What follows belongs to an exercise in optimizing a design on an open flow for small area; a production flow would make more cautious choices. The RTL was checked by simulation tests, not by an equivalence proof against the original design. Power is estimated from default activity; no workload was simulated.

run G:
==> flow/design.v <==
package ippc_pkg;
  localparam logic [2:0] ST_Q = 3'b000;
  localparam logic [2:0] ST_N = 3'b001;
  localparam logic [2:0] ST_A = 3'b011;
  localparam logic [2:0] ST_B = 3'b101;
  localparam logic [2:0] ST_P = 3'b111;
  function automatic logic [5:0] grp_enc(input logic [11:0] s);
    grp_enc[0] = (s[6] && !s[8] && !s[9]) || (!s[2] && !s[3] && !s[6] && s[9] && !s[10]) || (s[3] && !s[4] && !s[9]) || (s[3] && !s[4] && !s[5] && s[10]) || (s[4] && s[9] && !s[10]) || (s[7]) || (!s[3] && !s[10] && s[11]) || (s[5] && !s[10] && !s[11]) || (s[2] && s[10] && !s[11]);
    grp_enc[1] = !((!s[7] && !s[9]) || (!s[2] && !s[3] && s[9] && !s[10] && !s[11]) || (!s[2] && s[3] && !s[4] && s[11]) || (s[2] && !s[3] && s[11]) || (s[4] && !s[10] && !s[11]));
    grp_enc[2] = (s[6] && !s[8]) || (s[5]) || (s[3] && !s[4] && s[11]) || (s[7]) || (s[1] && !s[3] && !s[8] && !s[9]);
    grp_enc[3] = (s[0] && !s[2] && !s[3] && !s[8]) || (!s[0] && s[3] && !s[4] && !s[5]) || (s[1]) || (s[5] && s[6]) || (!s[0] && s[8]) || (s[2] && !s[6] && !s[9]);
    grp_enc[4] = (s[0] && !s[1] && !s[3] && !s[8]) || (s[2]) || (s[4]) || (s[5]) || (s[1] && !s[6] && !s[9]);
    grp_enc[5] = !((!s[0]) || (!s[1] && !s[2] && !s[3] && !s[8]));
  endfunction
  function automatic logic [11:0] grp_dec(input logic [5:0] c);
    grp_dec[0] = (c[5]) || (c[3] && c[4]);
    grp_dec[1] = !((!c[5]) || (!c[3]) || (c[0] && c[2] && c[4]) || (!c[0] && !c[1] && !c[2] && c[4]));
    grp_dec[2] = !((!c[5]) || (!c[4]) || (!c[1] && c[2] && c[3]));
    grp_dec[3] = !((!c[3] && !c[4] && !c[5]) || (!c[3] && c[4] && c[5]) || (c[3] && !c[4] && c[5]) || (c[3] && c[4] && !c[5]) || (!c[0] && !c[1] && !c[2] && !c[4]) || (!c[0] && !c[1] && c[4] && c[5]));
    grp_dec[4] = (!c[2] && !c[3] && c[4] && !c[5]) || (c[0] && c[2] && c[3] && c[4] && c[5]);
    grp_dec[5] = (c[2] && !c[3] && c[4] && !c[5]) || (c[0] && c[2] && c[3] && c[4] && c[5]);
    grp_dec[6] = !((c[1] && !c[2]) || (c[0] && !c[2]) || (!c[3] && c[4] && !c[5]) || (!c[0] && c[3] && c[4] && c[5]) || (!c[2] && !c[3] && !c[5]) || (!c[2] && c[4] && !c[5]) || (!c[0] && !c[1] && c[2] && c[3] && !c[4] && !c[5]) || (!c[0] && !c[1] && c[2] && !c[3] && !c[4] && c[5]));
    grp_dec[7] = !((!c[2]) || (!c[1]) || (!c[0]) || (!c[3] && c[4] && !c[5]));
    grp_dec[8] = (!c[0] && !c[1] && !c[2] && !c[3] && c[5]) || (!c[0] && !c[1] && !c[2] && c[3] && !c[4]) || (c[0] && c[1] && c[2] && c[3] && !c[4] && !c[5]);
    grp_dec[9] = !((!c[0] && !c[1] && !c[2]) || (c[0] && !c[1] && c[2]) || (c[0] && c[2] && c[5]) || (!c[1] && c[3] && c[4] && c[5]) || (c[0] && c[2] && c[3] && c[4]) || (c[0] && c[2] && !c[3] && !c[4]) || (!c[1] && !c[2] && c[3] && !c[4] && !c[5]) || (!c[1] && !c[2] && !c[3] && !c[4] && c[5]));
    grp_dec[10] = (!c[0] && c[1] && c[4] && !c[5]) || (!c[0] && c[1] && !c[3] && !c[5]) || (!c[0] && c[1] && c[3] && !c[4] && c[5]) || (c[0] && c[1] && !c[2] && c[4] && c[5]) || (c[0] && c[1] && !c[3] && !c[4] && c[5]) || (c[0] && c[1] && !c[2] && c[3] && !c[4] && !c[5]) || (!c[0] && !c[1] && c[2] && !c[3] && c[4] && c[5]);
    grp_dec[11] = !((!c[0] && !c[2]) || (c[0] && c[2]) || (!c[1] && c[3] && c[4]) || (c[1] && !c[3] && c[5]) || (!c[1] && !c[2] && !c[5]) || (!c[1] && c[3] && c[5]) || (c[1] && c[3] && !c[4] && !c[5]) || (c[0] && !c[3] && !c[4] && c[5]) || (!c[2] && c[3] && c[4] && c[5]) || (!c[1] && !c[3] && !c[4] && !c[5]) || (c[1] && c[2] && !c[3] && c[4]));
  endfunction
endpackage
module isolated_plus_pattern_counter (
  input  logic        clk,
  input  logic        rst,
  input  logic        psel,
  input  logic        penable,
  input  logic        pwrite,
  input  logic [2:0]  paddr,
  input  logic [31:0] pwdata,
  output logic [31:0] prdata,
  output logic        pready,
  input  logic        in_valid,
  output logic        in_ready,
  input  logic        cell_is_one,
  output logic        out_valid,
  input  logic        out_ready,
  output logic [19:0] plus_count
);
  logic [10:0] grid_rows;
  logic [10:0] grid_cols;
  logic        cfg_write;
  assign pready    = 1'b1;
  assign cfg_write = psel && penable && pwrite;
  always_ff @(posedge clk) begin
    if (rst) begin
      grid_rows <= 11'd1024;
      grid_cols <= 11'd1024;
    end else if (cfg_write) begin
      if (paddr[2]) grid_cols <= pwdata[10:0];
      else          grid_rows <= pwdata[10:0];
    end
  end
  assign prdata = {21'd0, paddr[2] ? grid_cols : grid_rows};
  logic [9:0]  col_last;
  logic [10:0] row_count;
  always_comb begin
    if (grid_cols[10])            col_last = 10'h3ff;
    else if (grid_cols[9:0] == 0) col_last = 10'd0;
    else                          col_last = grid_cols[9:0] - 10'd1;
    if (grid_rows[10])            row_count = 11'd1024;
    else if (grid_rows[9:0] == 0) row_count = 11'd1;
    else                          row_count = grid_rows;
  end
  logic [9:0] col;
  logic [9:0] row;
  logic [10:0] row_inc;
  logic       pend;
  logic       accept;
  logic       at_last_col;
  logic       at_last_row;
  logic       at_first_row;
  logic       frame_end;
  logic [1:0] k;         
  logic       col_ge2;
  assign at_last_col  = col == col_last;
  assign row_inc      = {1'b0, row} + 11'd1;
  assign at_last_row  = row_inc == row_count;
  assign at_first_row = row == 10'd0;
  assign frame_end    = at_last_col && at_last_row;
  assign k            = col_last[1:0] - col[1:0];
  assign col_ge2      = col[9:1] != 9'd0;
  always_ff @(posedge clk) begin
    if (rst || cfg_write) begin
      col <= '0;
      row <= '0;
    end else if (accept) begin
      if (at_last_col) begin
        col <= '0;
        row <= at_last_row ? 10'd0 : row_inc[9:0];
      end else begin
        col <= col + 10'd1;
      end
    end
  end
  logic [7:1] w;
  always_ff @(posedge clk) begin
    if (rst || cfg_write) begin
      w <= '0;
    end else if (accept) begin
      if (at_last_col) w <= '0;
      else             w <= {w[6:1], cell_is_one};
    end
  end
  localparam int NSEG = 8;
  logic [5:0]  st_head;
  logic [5:0]  seg_in [NSEG+1];
  logic [5:0]  st_out;
  logic        st_shift;
  logic [5:0]  st_new;
  always_ff @(posedge clk) begin
    if (st_shift) st_head <= st_new;
  end
  assign seg_in[NSEG] = st_head;
  for (genvar i = NSEG - 1; i >= 0; i--) begin : g_seg
    localparam int LEN = 1 << i;
    logic [6*LEN-1:0] sr;
    always_ff @(posedge clk) begin
      if (st_shift) begin
        if (LEN == 1) sr <= seg_in[i+1];
        else          sr <= {sr[6*LEN-7:0], seg_in[i+1]};
      end
    end
    assign seg_in[i] = col_last[2+i] ? sr[6*LEN-1 -: 6] : seg_in[i+1];
  end
  assign st_out = seg_in[0];
  logic [11:0] old_grp;
  assign old_grp = at_first_row ? 12'h000 : ippc_pkg::grp_dec(st_out);
  function automatic logic [3:0] step(input logic [2:0] s, input logic a, input logic b,
                                      input logic c, input logic d, input logic e,
                                      input logic last_row);
    logic t, h, hit;
    logic [2:0] ns;
    t = !b && c && !d;
    h = !a && b && c && d && !e;
    hit = 1'b0;
    if (!c) begin
      ns  = ippc_pkg::ST_Q;
      hit = s == ippc_pkg::ST_B;
    end else if (s == ippc_pkg::ST_P && t) begin
      ns  = ippc_pkg::ST_B;
      hit = last_row;
    end else if (s == ippc_pkg::ST_A && h) begin
      ns  = ippc_pkg::ST_P;
    end else if (s == ippc_pkg::ST_Q && t) begin
      ns  = ippc_pkg::ST_A;
    end else begin
      ns  = ippc_pkg::ST_N;
    end
    step = {hit, ns};
  endfunction
  logic [7:0]  win;        
  logic [3:0]  upd [4];
  logic [11:0] grp_new;
  logic [2:0]  hits;
  assign win = at_last_col ? {w[5:1], cell_is_one, 2'b00} : {w, cell_is_one};
  for (genvar g = 0; g < 4; g++) begin : g_upd
    assign upd[g] = step(old_grp[3*g +: 3], win[7-g], win[6-g], win[5-g], win[4-g], win[3-g],
                         at_last_row);
  end
  assign st_shift = accept && (at_last_col || (col_ge2 && k == 2'd2));
  assign grp_new  = {upd[3][2:0], upd[2][2:0], upd[1][2:0], upd[0][2:0]};
  assign st_new   = ippc_pkg::grp_enc(grp_new);
  assign hits     = st_shift ? 3'(upd[0][3]) + 3'(upd[1][3]) + 3'(upd[2][3]) + 3'(upd[3][3])
                             : 3'd0;
  logic [17:0] count;
  logic        hold_in;
  logic        taken;
  logic        valid_next;
  assign plus_count = {2'b00, count};
  assign in_ready   = !hold_in;
  assign accept     = in_valid && !hold_in;
  assign taken      = out_valid && out_ready;
  always_comb begin
    if (out_valid) valid_next = !taken || pend || (accept && frame_end);
    else           valid_next = accept && frame_end;
  end
  always_ff @(posedge clk) begin
    if (rst) begin
      count     <= '0;
      pend      <= 1'b0;
      out_valid <= 1'b0;
      hold_in   <= 1'b0;
    end else begin
      out_valid <= valid_next;
      hold_in   <= valid_next && !out_ready;
      if (out_valid) begin
        if (taken) begin
          count <= '0;
          pend  <= 1'b0;
        end else if (accept && frame_end) begin
          pend  <= 1'b1;
        end
      end else if (cfg_write) begin
        count <= '0;
      end else if (accept) begin
        count <= count + 18'(hits);
      end
    end
  end
endmodule
export LEC_CHECK = 0
export CAP_MARGIN = 20
export CORE_MARGIN = 2
export CORE_UTILIZATION = 60
export CTS_BUF_LIST = sky130_fd_sc_hd__clkbuf_8
export CTS_CLUSTER_DIAMETER = 60
export CTS_CLUSTER_SIZE = 18
export SLEW_MARGIN = 20
create_clock -name core_clock -period 8.0 [get_ports {clk}]
standard.sh (not shown) runs the stock make flow with config.mk's settings and CLKGATE_MAP_FILE= SYNTH_SCRIPT=/design/flow/synth_recipe.tcl, a recipe that flattens the netlist after the stock synthesis.
==> flow/flow/run.sh <==
#!/bin/bash
set -euo pipefail
export CTS_ARGS="-sink_clustering_enable -repair_clock_nets -sink_clustering_size 18 -sink_clustering_max_diameter 60 -buf_list sky130_fd_sc_hd__clkbuf_8 -dont_use_dummy_load"
export BUFFER_PORTS_ARGS="-buffer_cell sky130_fd_sc_hd__buf_1"
bash standard.sh > standard.log 2>&1
The inputs of run C differ from those of run G as listed below.
--- a/flow/design.v
+++ b/flow/design.v
@@ -76,19 +76,21 @@
   logic       accept;
   logic       at_last_col;
   logic       at_last_row;
   logic       at_first_row;
   logic       frame_end;
   logic [1:0] k;         
+  logic       col_ge1;
   logic       col_ge2;
   assign at_last_col  = col == col_last;
   assign row_inc      = {1'b0, row} + 11'd1;
   assign at_last_row  = row_inc == row_count;
   assign at_first_row = row == 10'd0;
   assign frame_end    = at_last_col && at_last_row;
   assign k            = col_last[1:0] - col[1:0];
+  assign col_ge1      = col != 10'd0;
   assign col_ge2      = col[9:1] != 9'd0;
   always_ff @(posedge clk) begin
     if (rst || cfg_write) begin
       col <= '0;
       row <= '0;
     end else if (accept) begin
@@ -97,19 +99,19 @@
         row <= at_last_row ? 10'd0 : row_inc[9:0];
       end else begin
         col <= col + 10'd1;
       end
     end
   end
-  logic [7:1] w;
+  logic w1, w2, w3, w4;
   always_ff @(posedge clk) begin
     if (rst || cfg_write) begin
-      w <= '0;
+      {w4, w3, w2, w1} <= '0;
     end else if (accept) begin
-      if (at_last_col) w <= '0;
-      else             w <= {w[6:1], cell_is_one};
+      if (at_last_col) {w4, w3, w2, w1} <= '0;
+      else             {w4, w3, w2, w1} <= {w3, w2, w1, cell_is_one};
     end
   end
   localparam int NSEG = 8;
   logic [5:0]  st_head;
   logic [5:0]  seg_in [NSEG+1];
   logic [5:0]  st_out;
@@ -153,26 +155,51 @@
       ns  = ippc_pkg::ST_A;
     end else begin
       ns  = ippc_pkg::ST_N;
     end
     step = {hit, ns};
   endfunction
-  logic [7:0]  win;        
-  logic [3:0]  upd [4];
+  logic [1:0] pos;         
+  logic [2:0] old_main;
+  logic [3:0] upd_main;    
+  logic [3:0] upd_x1;      
+  logic [2:0] new_x0;      
+  logic       hit_main;
+  logic       hit_x1;
+  assign pos      = {k[1], !k[0]};
+  assign old_main = old_grp[3*pos +: 3];
+  assign upd_main = step(old_main, w4, w3, w2, w1, cell_is_one, at_last_row);
+  assign upd_x1   = step(old_grp[8:6], w3, w2, w1, cell_is_one, 1'b0, at_last_row);
+  assign new_x0   = cell_is_one ? ippc_pkg::ST_N : ippc_pkg::ST_Q;
+  assign hit_main = upd_main[3] && col_ge2;
+  assign hit_x1   = upd_x1[3] && col_ge1 && at_last_col;
+  logic [2:0]  hold0, hold1, hold2;
   logic [11:0] grp_new;
-  logic [2:0]  hits;
-  assign win = at_last_col ? {w[5:1], cell_is_one, 2'b00} : {w, cell_is_one};
-  for (genvar g = 0; g < 4; g++) begin : g_upd
-    assign upd[g] = step(old_grp[3*g +: 3], win[7-g], win[6-g], win[5-g], win[4-g], win[3-g],
-                         at_last_row);
-  end
   assign st_shift = accept && (at_last_col || (col_ge2 && k == 2'd2));
-  assign grp_new  = {upd[3][2:0], upd[2][2:0], upd[1][2:0], upd[0][2:0]};
+  assign grp_new  = {at_last_col ? new_x0        : upd_main[2:0],
+                     at_last_col ? upd_x1[2:0]   : hold2,
+                     at_last_col ? upd_main[2:0] : hold1,
+                     hold0};
   assign st_new   = ippc_pkg::grp_enc(grp_new);
-  assign hits     = st_shift ? 3'(upd[0][3]) + 3'(upd[1][3]) + 3'(upd[2][3]) + 3'(upd[3][3])
-                             : 3'd0;
+  always_ff @(posedge clk) begin
+    if (rst || cfg_write) begin
+      hold0 <= ippc_pkg::ST_Q;
+      hold1 <= ippc_pkg::ST_Q;
+      hold2 <= ippc_pkg::ST_Q;
+    end else if (accept) begin
+      if (st_shift) begin
+        hold0 <= ippc_pkg::ST_Q;
+        hold1 <= ippc_pkg::ST_Q;
+        hold2 <= ippc_pkg::ST_Q;
+      end else begin
+        if (pos == 2'd0) hold0 <= upd_main[2:0];
+        if (pos == 2'd1) hold1 <= upd_main[2:0];
+        if (pos == 2'd2) hold2 <= upd_main[2:0];
+      end
+    end
+  end
   logic [17:0] count;
   logic        hold_in;
   logic        taken;
   logic        valid_next;
   assign plus_count = {2'b00, count};
   assign in_ready   = !hold_in;
@@ -198,11 +225,11 @@
         end else if (accept && frame_end) begin
           pend  <= 1'b1;
         end
       end else if (cfg_write) begin
         count <= '0;
       end else if (accept) begin
-        count <= count + 18'(hits);
+        count <= count + 18'(hit_main) + 18'(hit_x1);
       end
     end
   end
 endmodule
Findings:
In terms of mean number of vias per cell, run C and run G differ only marginally. Reported for run C and run G, number of detailed-route iterations in the first pass turned out identical to the last digit. Diff run G -> run C: multi-input gate area in the final layout has decreased, combinational power shows an increase of about 7%, met1 usage in global routing went up by 0.26 points, final non-filler cell area shows a reduction of 0.36%, total clock sinks shows an increase of 6. Comparing run G with run C, the sequential cell fraction of total power came out essentially unchanged. Setup slack in run C is larger than in run G.

[afterwards: timing with drivers on the ports]
Ports are ideal in the flow. The routed layouts listed here were re-timed in OpenROAD.
Step 1: set_driving_cell puts a clkbuf_16 on clk and a buf_2 on each other input, an assumption about the parent block.
Step 2 times the ports against the registers' clock, not the clock port: input delays grow and output delays shrink by t, the midpoint of the rising clock arrivals with the driver on.
Slacks: ideal ports / drivers / drivers and shift; pairs: ideal ports / drivers.
run | shift t [ns] | slack for setup (ns) | worst data-port slew with drivers (ns)
run G | 0.794 | 0.633 / 0.633 / 0.633 | 0.11
run C | 0.771 | 1.431 / 1.431 / 1.431 | 0.06
After both steps every run listed still meets setup and hold.
